This is an optimization exercise on Yosys and OpenROAD, whose aim is small area, a short achievable clock period and few clock cycles per item, not a production implementation.
Only simulation tests tie the RTL to the original design; equivalence was not proved.

==> v34: inputs <==
==> flow/design.v (excerpt) <==
module nn_top #(
  parameter int data_w = 16,
  parameter int frac_w = 8
) (
  input  wire                clk,
  input  wire                rst_n,
  input  wire                in_valid_w1,
  input  wire                in_valid_w2,
  input  wire                in_valid_d,
  input  wire  [data_w-1:0]  weight1,
  input  wire  [data_w-1:0]  weight2,
  input  wire  [data_w-1:0]  data_point,
  output logic               out_valid,
  output logic [data_w-1:0]  out
);
  logic                                  first_next;
  logic                                  fresh_next;
  logic                                  d3_ok_hold;
  logic [nn_pkg::n_in-1:0]               k_next;
  logic                                  l2_next;
  logic [nn_pkg::n_w1-1:0]               w1_ok;
  logic [nn_pkg::n_hid-1:0]              w2_ok;
  logic [nn_pkg::n_in-1:0]               d_ok;
  logic                                  l2;
  logic                                  rot_d;
  logic [nn_pkg::n_w1-1:0][data_w-1:0]   w1;
  logic [nn_pkg::n_hid-1:0][data_w-1:0]  w2;
  logic [nn_pkg::n_in-1:0][data_w-1:0]   d;
  logic [nn_pkg::n_hid-1:0][data_w-1:0]  pa;
  logic [nn_pkg::n_hid-1:0][data_w-1:0]  pb;
  logic [nn_pkg::n_hid-1:0]              pc;
  logic [data_w-1:0]                     d3_next;
  nn_ctrl u_ctrl (
  ...
==> flow/config.mk <==
export PLATFORM = sky130hd
export DESIGN_NAME = nn_top
export DESIGN_NICKNAME = nn_top
export VERILOG_FILES = /design/flow/design.v
export SDC_FILE = /design/flow/constraint.sdc
export NUM_CORES = 4
export LEC_CHECK = 0
export CAP_MARGIN = 20
export CORE_MARGIN = 2
export CORE_UTILIZATION = 60
export SLEW_MARGIN = 20
==> flow/constraint.sdc <==
create_clock -name core_clock -period 12.0 [get_ports {clk}]
set_input_delay 2.4000 -clock core_clock [delete_from_list [all_inputs] [get_ports {clk}]]
set_output_delay 2.4000 -clock core_clock [all_outputs]
set_load 0.01 [all_outputs]
standard.sh (not shown) runs the stock make flow with config.mk's settings and CLKGATE_MAP_FILE= SYNTH_SCRIPT=/design/flow/synth_recipe.tcl, a recipe that flattens the netlist after the stock synthesis.
==> flow/flow/run.sh <==
#!/bin/bash
set -euo pipefail
M=7.4
R=orfs/results/sky130hd/nn_top/base
bash standard.sh SETUP_SLACK_MARGIN=$M synth > synth_flow.log 2>&1
cp $R/1_2_yosys.v $R/1_2_yosys_orig.v
python3 flow/fa_polarity.py $R/1_2_yosys_orig.v $R/1_2_yosys_fapol.v > fa_polarity.log 2>&1
python3 flow/out_adder.py $R/1_2_yosys_fapol.v $R/1_2_yosys_oadd.v > out_adder.log 2>&1
cp $R/1_2_yosys_oadd.v $R/1_2_yosys.v
rm -f $R/1_synth.odb $R/1_synth.sdc
bash standard.sh SETUP_SLACK_MARGIN=$M finish > standard_flow.log 2>&1
Other scripts of this flow, unchanged in this note and not shown: flow/flow/fa_polarity.py, flow/flow/out_adder.py
==> inputs of v17, as changes to v34 <==
==> flow/flow/run.sh (replaced) <==
#!/bin/bash
set -euo pipefail
M=7.0
B="-buffer_cell sky130_fd_sc_hd__buf_2"
R=orfs/results/sky130hd/nn_top/base
bash standard.sh SETUP_SLACK_MARGIN=$M "BUFFER_PORTS_ARGS=$B" synth > synth_flow.log 2>&1
cp $R/1_2_yosys.v $R/1_2_yosys_orig.v
python3 flow/fa_polarity.py $R/1_2_yosys_orig.v $R/1_2_yosys_fapol.v > fa_polarity.log 2>&1
python3 flow/out_adder.py $R/1_2_yosys_fapol.v $R/1_2_yosys_oadd.v > out_adder.log 2>&1
cp $R/1_2_yosys_oadd.v $R/1_2_yosys.v
rm -f $R/1_synth.odb $R/1_synth.sdc
bash standard.sh SETUP_SLACK_MARGIN=$M "BUFFER_PORTS_ARGS=$B" finish > standard_flow.log 2>&1
--- a/flow/config.mk
+++ b/flow/config.mk
@@ -7,5 +7,7 @@
 export LEC_CHECK = 0
 export CAP_MARGIN = 20
 export CORE_MARGIN = 2
-export CORE_UTILIZATION = 60
+export CORE_UTILIZATION = 40
+export CTS_CLUSTER_SIZE = 20
+export PLACE_DENSITY = 0.75
 export SLEW_MARGIN = 20
==> inputs of v31, as changes to v34 <==
==> flow/flow/run.sh (replaced) <==
#!/bin/bash
set -euo pipefail
M=7.0
B="-buffer_cell sky130_fd_sc_hd__buf_2"
R=orfs/results/sky130hd/nn_top/base
bash standard.sh SETUP_SLACK_MARGIN=$M "BUFFER_PORTS_ARGS=$B" synth > synth_flow.log 2>&1
cp $R/1_2_yosys.v $R/1_2_yosys_orig.v
python3 flow/fa_polarity.py $R/1_2_yosys_orig.v $R/1_2_yosys_fapol.v > fa_polarity.log 2>&1
python3 flow/out_adder.py $R/1_2_yosys_fapol.v $R/1_2_yosys_oadd.v > out_adder.log 2>&1
cp $R/1_2_yosys_oadd.v $R/1_2_yosys.v
rm -f $R/1_synth.odb $R/1_synth.sdc
bash standard.sh SETUP_SLACK_MARGIN=$M "BUFFER_PORTS_ARGS=$B" finish > standard_flow.log 2>&1
--- a/flow/config.mk
+++ b/flow/config.mk
@@ -7,5 +7,5 @@
 export LEC_CHECK = 0
 export CAP_MARGIN = 20
 export CORE_MARGIN = 2
-export CORE_UTILIZATION = 60
+export CORE_UTILIZATION = 55
 export SLEW_MARGIN = 20
==> comparison table <==
quantity	v31	v17	v34
Flip-flop and latch area	14400 µm²	14400 µm²	14500 µm²
Pin count of the biggest net entering global routing	126	118	148
Clock tree skew after final layout	0.0652 ns	0.0332 ns	0.0594 ns
TritonCTS buffer count	58	54	56
Met3 wirelength from detailed routing	6820 µm	9950 µm	9630 µm
Worst slack at placement	6.43 ns	6.46 ns	6.47 ns
Post-route standard cell area excluding fillers	40400 µm²	40300 µm²	43900 µm²
Most common library cell in the layout ignoring fill and taps	sky130_fd_sc_hd__a22oi_1	sky130_fd_sc_hd__a22oi_1	sky130_fd_sc_hd__edfxtp_1
Die width	260 µm	304 µm	249 µm
Height of the die	260 µm	304 µm	249 µm
Outcome	no timing/DRC/antenna violations	no timing/DRC/antenna violations	no timing/DRC/antenna violations
Critical hold path startpoint	u_store.d[21]	u_store.d[26]	u_store.d[42]
Worst Hold Path EP	u_store.d[5]	u_store.d[10]	u_store.d[26]
Cells after DPL	3840	4158	3752
Depth of the worst register-to-register path	15	16	18
Achievable Freq	203 MHz	202 MHz	201 MHz
Slew of the pin with the lowest slew margin	1.14 ns	1.17 ns	1.09 ns
Number of well-tap cells placed	855	1176	773
Vias	24600	24700	26300
Detail Route met2 WL	49500 µm	44200 µm	50300 µm
Vias per std cell	6.12	5.72	6.32
Share of cells above drive strength 1	15.5%	14.2%	29.2%
Testbench counts of v34, summed over its fixed seeds: cycles 22,400, inferences 3,200.
Testbench counts of v17, summed over its fixed seeds: cycles 22,400, inferences 3,200.
Testbench counts of v31, summed over its fixed seeds: cycles 22,400, inferences 3,200.

[what the ideal ports hide]
No port has a modelled driver above. Below, the same layouts with a new extraction and two added sets of constraints. Step 1 assumes that a clkbuf_16 drives the clock port and a buf_2 every other input. Step 2 times the ports against the registers' clock, not the clock port: input delays grow and output delays shrink by t, the midpoint of the rising clock arrivals with the driver on. Three values: ideal, step 1, step 2; two values: the first two.
run	shift t [ns]	slack for setup (ns)	hold slack, ns	worst setup path at the end	clock arrival spread, ns
v34	0.696	7.034 / 7.034 / 7.034	0.415 / 0.415 / 0.415	register to register	0.062 / 0.063
v17	0.675	7.060 / 7.060 / 7.060	0.419 / 0.419 / 0.419	register to register	0.034 / 0.034
v31	0.691	7.065 / 7.056 / 7.065	0.418 / 0.418 / 0.418	register to register	0.066 / 0.066
After both steps every run listed still meets setup and hold.
